Background: an optimization exercise with open tools, aiming at small area, a short achievable clock period and few clock cycles per item. Do not read the settings as production practice.
In this exercise RTL edits were held to simulation tests only and were not proved equivalent to the original.
Power figures rest on the tool's default switching activity, not on a simulated workload.

alpha:
Design conv_core, start of the top module:
module conv_core
(
	input  logic      clk,
	input  logic      rst,
	input  logic      csr_wr,
	input  logic      csr_rd,
	input  conv_pkg::csr_addr_t csr_addr,
	input  conv_pkg::csr_data_t csr_wdata,
	output logic      csr_rd_vld,
	output conv_pkg::csr_data_t csr_rdata,
	input  logic      dat_vld,
	input  conv_pkg::dat_vec_t  dat,
	input  conv_pkg::dat_vec_t  wt,
	input  logic      last,
	input  conv_pkg::dat_t      res,
	output logic      out_vld,
	output conv_pkg::dat_t      out_dat
);
Size: roughly 2200 cells after synthesis, roughly 360 flip-flops, about 220 I/O pins.
export LEC_CHECK = 0
export CAP_MARGIN = 20
export CORE_MARGIN = 2
export CORE_UTILIZATION = 55
export SLEW_MARGIN = 20
export SYNTH_HIERARCHICAL = 1
create_clock -name core_clock -period 11.0 [get_ports {clk}]
standard.sh (not shown) runs the stock make flow with config.mk's settings and CLKGATE_MAP_FILE= SYNTH_SCRIPT=/design/flow/synth_recipe.tcl, a recipe that flattens the netlist after the stock synthesis.
==> flow/flow/run.sh <==
#!/bin/bash
# The standard layout with three changes to how it is made: small port
# buffers in place of the default delay cells, clock-tree synthesis with
# larger sink clusters and no dummy loads, and timing repair that aims for
# 7.8 ns of setup slack on the 11 ns clock.
set -euo pipefail
bash standard.sh \
	"BUFFER_PORTS_ARGS=-buffer_cell sky130_fd_sc_hd__buf_1" \
	"CTS_ARGS=-sink_clustering_enable -repair_clock_nets -dont_use_dummy_load -sink_clustering_size 30 -sink_clustering_max_diameter 100" \
	SETUP_SLACK_MARGIN=7.8 \
	finish > standard.log 2>&1
Testbench counts of alpha, summed over its fixed seeds: cycles 16,701, beats 16,661.
Setup changes, alpha to beta
# alpha
export LEC_CHECK = 0
export CAP_MARGIN = 20
export CORE_MARGIN = 2
export CORE_UTILIZATION = 55
export SLEW_MARGIN = 20
export SYNTH_HIERARCHICAL = 1
create_clock -name core_clock -period 11.0 [get_ports {clk}]
# beta
export LEC_CHECK = 0
export CAP_MARGIN = 20
export CORE_MARGIN = 2
export CORE_UTILIZATION = 70
export SLEW_MARGIN = 20
export SYNTH_HIERARCHICAL = 1
create_clock -name core_clock -period 11.0 [get_ports {clk}]
alpha was larger in final cell area than beta. Comparing alpha and beta, the higher final cell count without fillers was measured on alpha. u_mac.acc_a[0] as the worst setup path startpoint was reported by alpha, and u_mac.acc_b[0] by beta. Re post-CTS setup-driven buffer insertion count: beta is 4 down on alpha. As far as cell depth of the worst setup path goes, beta and alpha are indistinguishable; the numbers are identical. alpha → beta: utilization of the core after routing went up; combinational power share grew by 1.0 points; global-route usage over all layers higher; met2 usage in global routing increased 10 points.


red:
Starting RTL as in the previous note.
export LEC_CHECK = 0
export CAP_MARGIN = 20
export CORE_MARGIN = 2
export CORE_UTILIZATION = 40
export PLACE_DENSITY = 0.8
export SLEW_MARGIN = 20
export SYNTH_HIERARCHICAL = 1
create_clock -name core_clock -period 11.0 [get_ports {clk}]
Scripts as last shown in full above: flow/flow/run.sh
Testbench counts of red, summed over its fixed seeds: cycles 16,701, beats 16,661.
## Diff of input files: blue against red
# red
export LEC_CHECK = 0
export CAP_MARGIN = 20
export CORE_MARGIN = 2
export CORE_UTILIZATION = 40
export PLACE_DENSITY = 0.8
export SLEW_MARGIN = 20
export SYNTH_HIERARCHICAL = 1
create_clock -name core_clock -period 11.0 [get_ports {clk}]
# blue
export LEC_CHECK = 0
export CAP_MARGIN = 20
export CORE_MARGIN = 2
export CORE_UTILIZATION = 40
export SLEW_MARGIN = 20
export SYNTH_HIERARCHICAL = 1
create_clock -name core_clock -period 11.0 [get_ports {clk}]
Results
- Critical path depth: blue vs red down 11
- Looking only at setup slack, and setting everything else aside, the lower value of red and blue goes to red.
- In the metrics for red and blue, the one carrying the higher number of global-route vias before repair is blue.
- red → blue: initial antenna violation count now larger, DRC violation total after the first TritonRoute iteration now smaller.
--- input diff blue..green ---
diff --git a/flow/flow/run.sh b/flow/flow/run.sh
--- a/flow/flow/run.sh
+++ b/flow/flow/run.sh
@@ -4,3 +4,3 @@
 # larger sink clusters and no dummy loads, and timing repair that aims for
-# 7.8 ns of setup slack on the 11 ns clock.
+# 7.7 ns of setup slack on the 11 ns clock.
 set -euo pipefail
@@ -9,3 +9,3 @@
 	"CTS_ARGS=-sink_clustering_enable -repair_clock_nets -dont_use_dummy_load -sink_clustering_size 30 -sink_clustering_max_diameter 100" \
-	SETUP_SLACK_MARGIN=7.8 \
+	SETUP_SLACK_MARGIN=7.7 \
 	finish > standard.log 2>&1
==> run notes <==
Any difference in final routed wirelength across all metal layers between blue and green is small enough to ignore.
Taking blue as the reference, in green total power of the final layout lost 0.073 mW; via total after detailed routing roughly the same; net count reported at finish comparable.
A first element of the critical path of u_mac.one0[26] is what green shows, while u_csr.rd_id[0] belongs to blue.
Post-route worst hold slack across blue and green: no real change.
In green relative to blue, internal portion of total power had gone down slightly.
Wire length of the first global-routing pass of green is on par with blue.
Modified inputs, orange compared to green
# green
export LEC_CHECK = 0
export CAP_MARGIN = 20
export CORE_MARGIN = 2
export CORE_UTILIZATION = 40
export SLEW_MARGIN = 20
export SYNTH_HIERARCHICAL = 1
create_clock -name core_clock -period 11.0 [get_ports {clk}]
# orange
export LEC_CHECK = 0
export CAP_MARGIN = 20
export CORE_MARGIN = 2
export CORE_UTILIZATION = 40
export SLEW_MARGIN = 20
export SYNTH_HIERARCHICAL = 1
export TNS_END_PERCENT = 10
create_clock -name core_clock -period 11.0 [get_ports {clk}]
diff --git a/flow/flow/run.sh b/flow/flow/run.sh
--- a/flow/flow/run.sh
+++ b/flow/flow/run.sh
@@ -4,3 +4,3 @@
 # larger sink clusters and no dummy loads, and timing repair that aims for
-# 7.7 ns of setup slack on the 11 ns clock.
+# 7.9 ns of setup slack on the 11 ns clock.
 set -euo pipefail
@@ -9,3 +9,3 @@
 	"CTS_ARGS=-sink_clustering_enable -repair_clock_nets -dont_use_dummy_load -sink_clustering_size 30 -sink_clustering_max_diameter 100" \
-	SETUP_SLACK_MARGIN=7.7 \
+	SETUP_SLACK_MARGIN=7.9 \
 	finish > standard.log 2>&1
[summary]
The highest-delay cell along the critical path comes out sky130_fd_sc_hd__fa_1 in one run and sky130_fd_sc_hd__dfxtp_2 in the other, namely in green and orange respectively.
Sort orange and green by routing usage on met2, ascending, and orange comes first.
Status: clock power share parity (green, orange)
Compared green against orange; cell count within noise.
Diff orange and green: area growth from synthesis to layout lower in green
Looking only at portion of the clock cycle consumed by the worst path in the final layout, and setting everything else aside, the lower value of orange and green goes to orange.
Commonest non-fill, non-tap cell in the layout = sky130_fd_sc_hd__dfxtp_1: green; commonest non-fill, non-tap cell in the layout = sky130_fd_sc_hd__fa_1: orange
Compared with green, orange is hungrier on power.
green has a lower fraction of area in registers than orange.


Setup of v6:
conv_core, a different RTL version from the one above (not shown whole).
Size in the first run: roughly 2200 cells after synthesis, roughly 360 flip-flops, ~25000 µm² of cells after synthesis.
clock: 11.0 ns
lec_check: 0
cap_margin: 20
core_margin: 2
core_utilization: 40
cts_cluster_diameter: 100
cts_cluster_size: 30
slew_margin: 20
synth_hierarchical: 1
==> flow/flow/run.sh <==
#!/bin/bash
# The standard layout, with small port buffers in place of the default delay cells.
set -euo pipefail
bash standard.sh "BUFFER_PORTS_ARGS=-buffer_cell sky130_fd_sc_hd__buf_1" SETUP_SLACK_MARGIN=7.8 finish > standard.log 2>&1
Testbench counts of v6, summed over its fixed seeds: cycles 16,701, beats 16,661.
## Diff of input files: v7 against v6
- a change of CTS_CLUSTER_DIAMETER from 100 to 80
- a change of CTS_CLUSTER_SIZE from 30 to 24
Notes after the runs:
Per the final summary, v7 finished and its layout is clean on timing, DRC and antenna.
Diff v7..v6 | number of global-route vias before repair | negligible
Reported for v6 and v7, vertical extent of the die turned out identical to the last digit.
As of v7, cell area after layout had risen slightly compared to v6.
Changes observed in v7 relative to v6: maximum resistive drop on vdd higher, total design power higher, via count roughly the same, critical path arrival higher.


build 76:
RTL: one of the versions met above, not the one the previous note started from.
For scale: ~2200 cells after synthesis, about 360 flip-flops, roughly 220 I/O pins, about 0.025 mm² of cells after synthesis.
clock: 11.0 ns
lec_check: 0
cap_margin: 20
core_margin: 2
core_utilization: 40
slew_margin: 20
synth_hierarchical: 1
==> flow/flow/run.sh <==
#!/bin/bash
# The standard layout with three changes to how it is made: small port
# buffers in place of the default delay cells, clock-tree synthesis with
# larger sink clusters and no dummy loads, and timing repair that aims for
# 7.6 ns of setup slack on the 11 ns clock.
set -euo pipefail
bash standard.sh \
	"BUFFER_PORTS_ARGS=-buffer_cell sky130_fd_sc_hd__buf_1" \
	"CTS_ARGS=-sink_clustering_enable -repair_clock_nets -dont_use_dummy_load -sink_clustering_size 30 -sink_clustering_max_diameter 100" \
	SETUP_SLACK_MARGIN=7.6 \
	finish > standard.log 2>&1
Per the final summary, build 76 finished and its layout is clean on timing, DRC and antenna.
Testbench counts of build 76, summed over its fixed seeds: cycles 16,701, beats 16,661.
[inputs] build 92 vs build 76
==> flow/flow/run.sh <==
#!/bin/bash
# The standard layout with three changes to how it is made: small port
# buffers in place of the default delay cells, clock-tree synthesis with
# larger sink clusters and no dummy loads, and timing repair that aims for
# 8.0 ns of setup slack on the 11 ns clock.
set -euo pipefail
bash standard.sh \
	"BUFFER_PORTS_ARGS=-buffer_cell sky130_fd_sc_hd__buf_1" \
	"CTS_ARGS=-sink_clustering_enable -repair_clock_nets -dont_use_dummy_load -sink_clustering_size 30 -sink_clustering_max_diameter 100" \
	SETUP_SLACK_MARGIN=8.0 \
	finish > standard.log 2>&1
--- outcome ---
Between build 76 and build 92, the cell count went up.
[compare] base=build 76 new=build 92: final worst-path cycle share down 0.68 points, share of power burned in the clock network dropped 0.4 points.
[compare] base=build 76 new=build 92: core utilization higher; global-route track usage on met3 higher; wire length of the first global-routing pass higher.
The following lists how build 88 was set up differently from build 92:
Settings: TNS_END_PERCENT now 10, previously not set.
==> flow/flow/run.sh <==
#!/bin/bash
# The standard layout with three changes to how it is made: small port
# buffers in place of the default delay cells, clock-tree synthesis with
# larger sink clusters and no dummy loads, and timing repair that aims for
# 7.8 ns of setup slack on the 11 ns clock.
set -euo pipefail
bash standard.sh \
	"BUFFER_PORTS_ARGS=-buffer_cell sky130_fd_sc_hd__buf_1" \
	"CTS_ARGS=-sink_clustering_enable -repair_clock_nets -dont_use_dummy_load -sink_clustering_size 30 -sink_clustering_max_diameter 100" \
	SETUP_SLACK_MARGIN=7.8 \
	finish > standard.log 2>&1
### Flow results
Compared to build 92, build 88 has worst path arrival time 0.03 ns higher.
Relative to build 92, the leakage power measured on build 88 has decreased by a few percent.
As far as proportion of cell area spent on the clock network is concerned, build 92 and build 88 perform about the same.
No stage failed in build 88, and the final checks on the layout all came back clean.
Build 88 against build 92: wire length now smaller; clock power share now larger; fmax now smaller.
Number of cells on the worst reg-to-reg path in build 88 vs build 92: down 7
Sequential share of layout area ended up 0.16 points higher on build 88 than on build 92.
Layout overhead on the synthesized area was higher in build 92 than in build 88.
Modified inputs, build 17 compared to build 88
Settings: TNS_END_PERCENT: 10 -> 40.
Findings:
Build 17 vs. build 88: met3 wire length went up by 5.4%; clock-cell share of area was more or less identical; power share of the combinational group shows no meaningful change; final clock period utilization by the worst path saw little to no change. Between build 17 and build 88, the global-route wire length before repair figures differ only marginally. Per the comparison of build 17 with build 88, number of buffer cells added on primary ports essentially unchanged; layout overhead on the synthesized area increased 0.40 points.
Inputs modified between build 17 and build 57:
Settings: swapping 40 for 5 in TNS_END_PERCENT.
Findings:
Build 17 and build 57 ended up with roughly the same share of final layout cell area taken by clock buffers and inverters.
Build 57 vs. build 17: pin count of the biggest net entering global routing flat; number of enable flip-flop cells after synthesis flat; via count normalized by instance count flat; static power due to leakage down 0.32%.
Build 57: all stages complete, timing, DRC and antenna checks passed
Cell depth of the worst min-delay path came out exactly the same in build 57 and build 17.
Between build 17 and build 57, the multi-input combinational cell area figures differ only marginally.
Compared with build 17, in build 57 total power ~0 delta, worst slew margin relative to its limit +0.83 points, finished layout cell area -190 µm².

## afterwards: timing with drivers on the ports
In the flow no input, the clock included, has a driving cell. The finished layouts below were timed again as built, in two steps.
Step 1 sets driving cells, clkbuf_16 on the clock port and buf_2 on the other inputs (assumed; they add their load-dependent delay and slew).
Step 2, shift: input delay + t, output delay - t, t = (earliest + latest rising clock arrival at the registers) / 2. This alone moves slack from input paths to output paths.
a / b / c = ideal ports / drivers / drivers and shift; a / b = the first two.
| run | t (ns) | setup WS [ns] | worst register clock-pin slew, ns |
|---|---|---|---|
| alpha | 0.589 | 7.738 / 7.682 / 7.671 | 0.11 / 0.11 |
| beta | 0.568 | 7.745 / 7.694 / 7.621 | 0.11 / 0.11 |
| red | 0.600 | 7.717 / 7.695 / 7.646 | 0.11 / 0.11 |
| blue | 0.610 | 7.734 / 7.673 / 7.781 | 0.10 / 0.10 |
| green | 0.609 | 7.745 / 7.686 / 7.745 | 0.10 / 0.10 |
| orange | 0.603 | 7.771 / 7.712 / 7.780 | 0.11 / 0.11 |
| v6 | 0.631 | 7.686 / 7.665 / 7.686 | 0.11 / 0.11 |
| v7 | 0.636 | 7.646 / 7.646 / 7.646 | 0.09 / 0.09 |
| build 76 | 0.611 | 7.691 / 7.631 / 7.698 | 0.10 / 0.10 |
| build 92 | 0.607 | 7.765 / 7.703 / 7.801 | 0.10 / 0.10 |
| build 88 | 0.610 | 7.745 / 7.685 / 7.793 | 0.10 / 0.10 |
| build 17 | 0.609 | 7.742 / 7.682 / 7.786 | 0.10 / 0.10 |
| build 57 | 0.609 | 7.746 / 7.686 / 7.758 | 0.10 / 0.10 |
After both steps every run listed still meets setup and hold. For beta, which loses most, drivers alone change the setup slack by -0.051 ns; drivers and shift together by -0.124 ns.
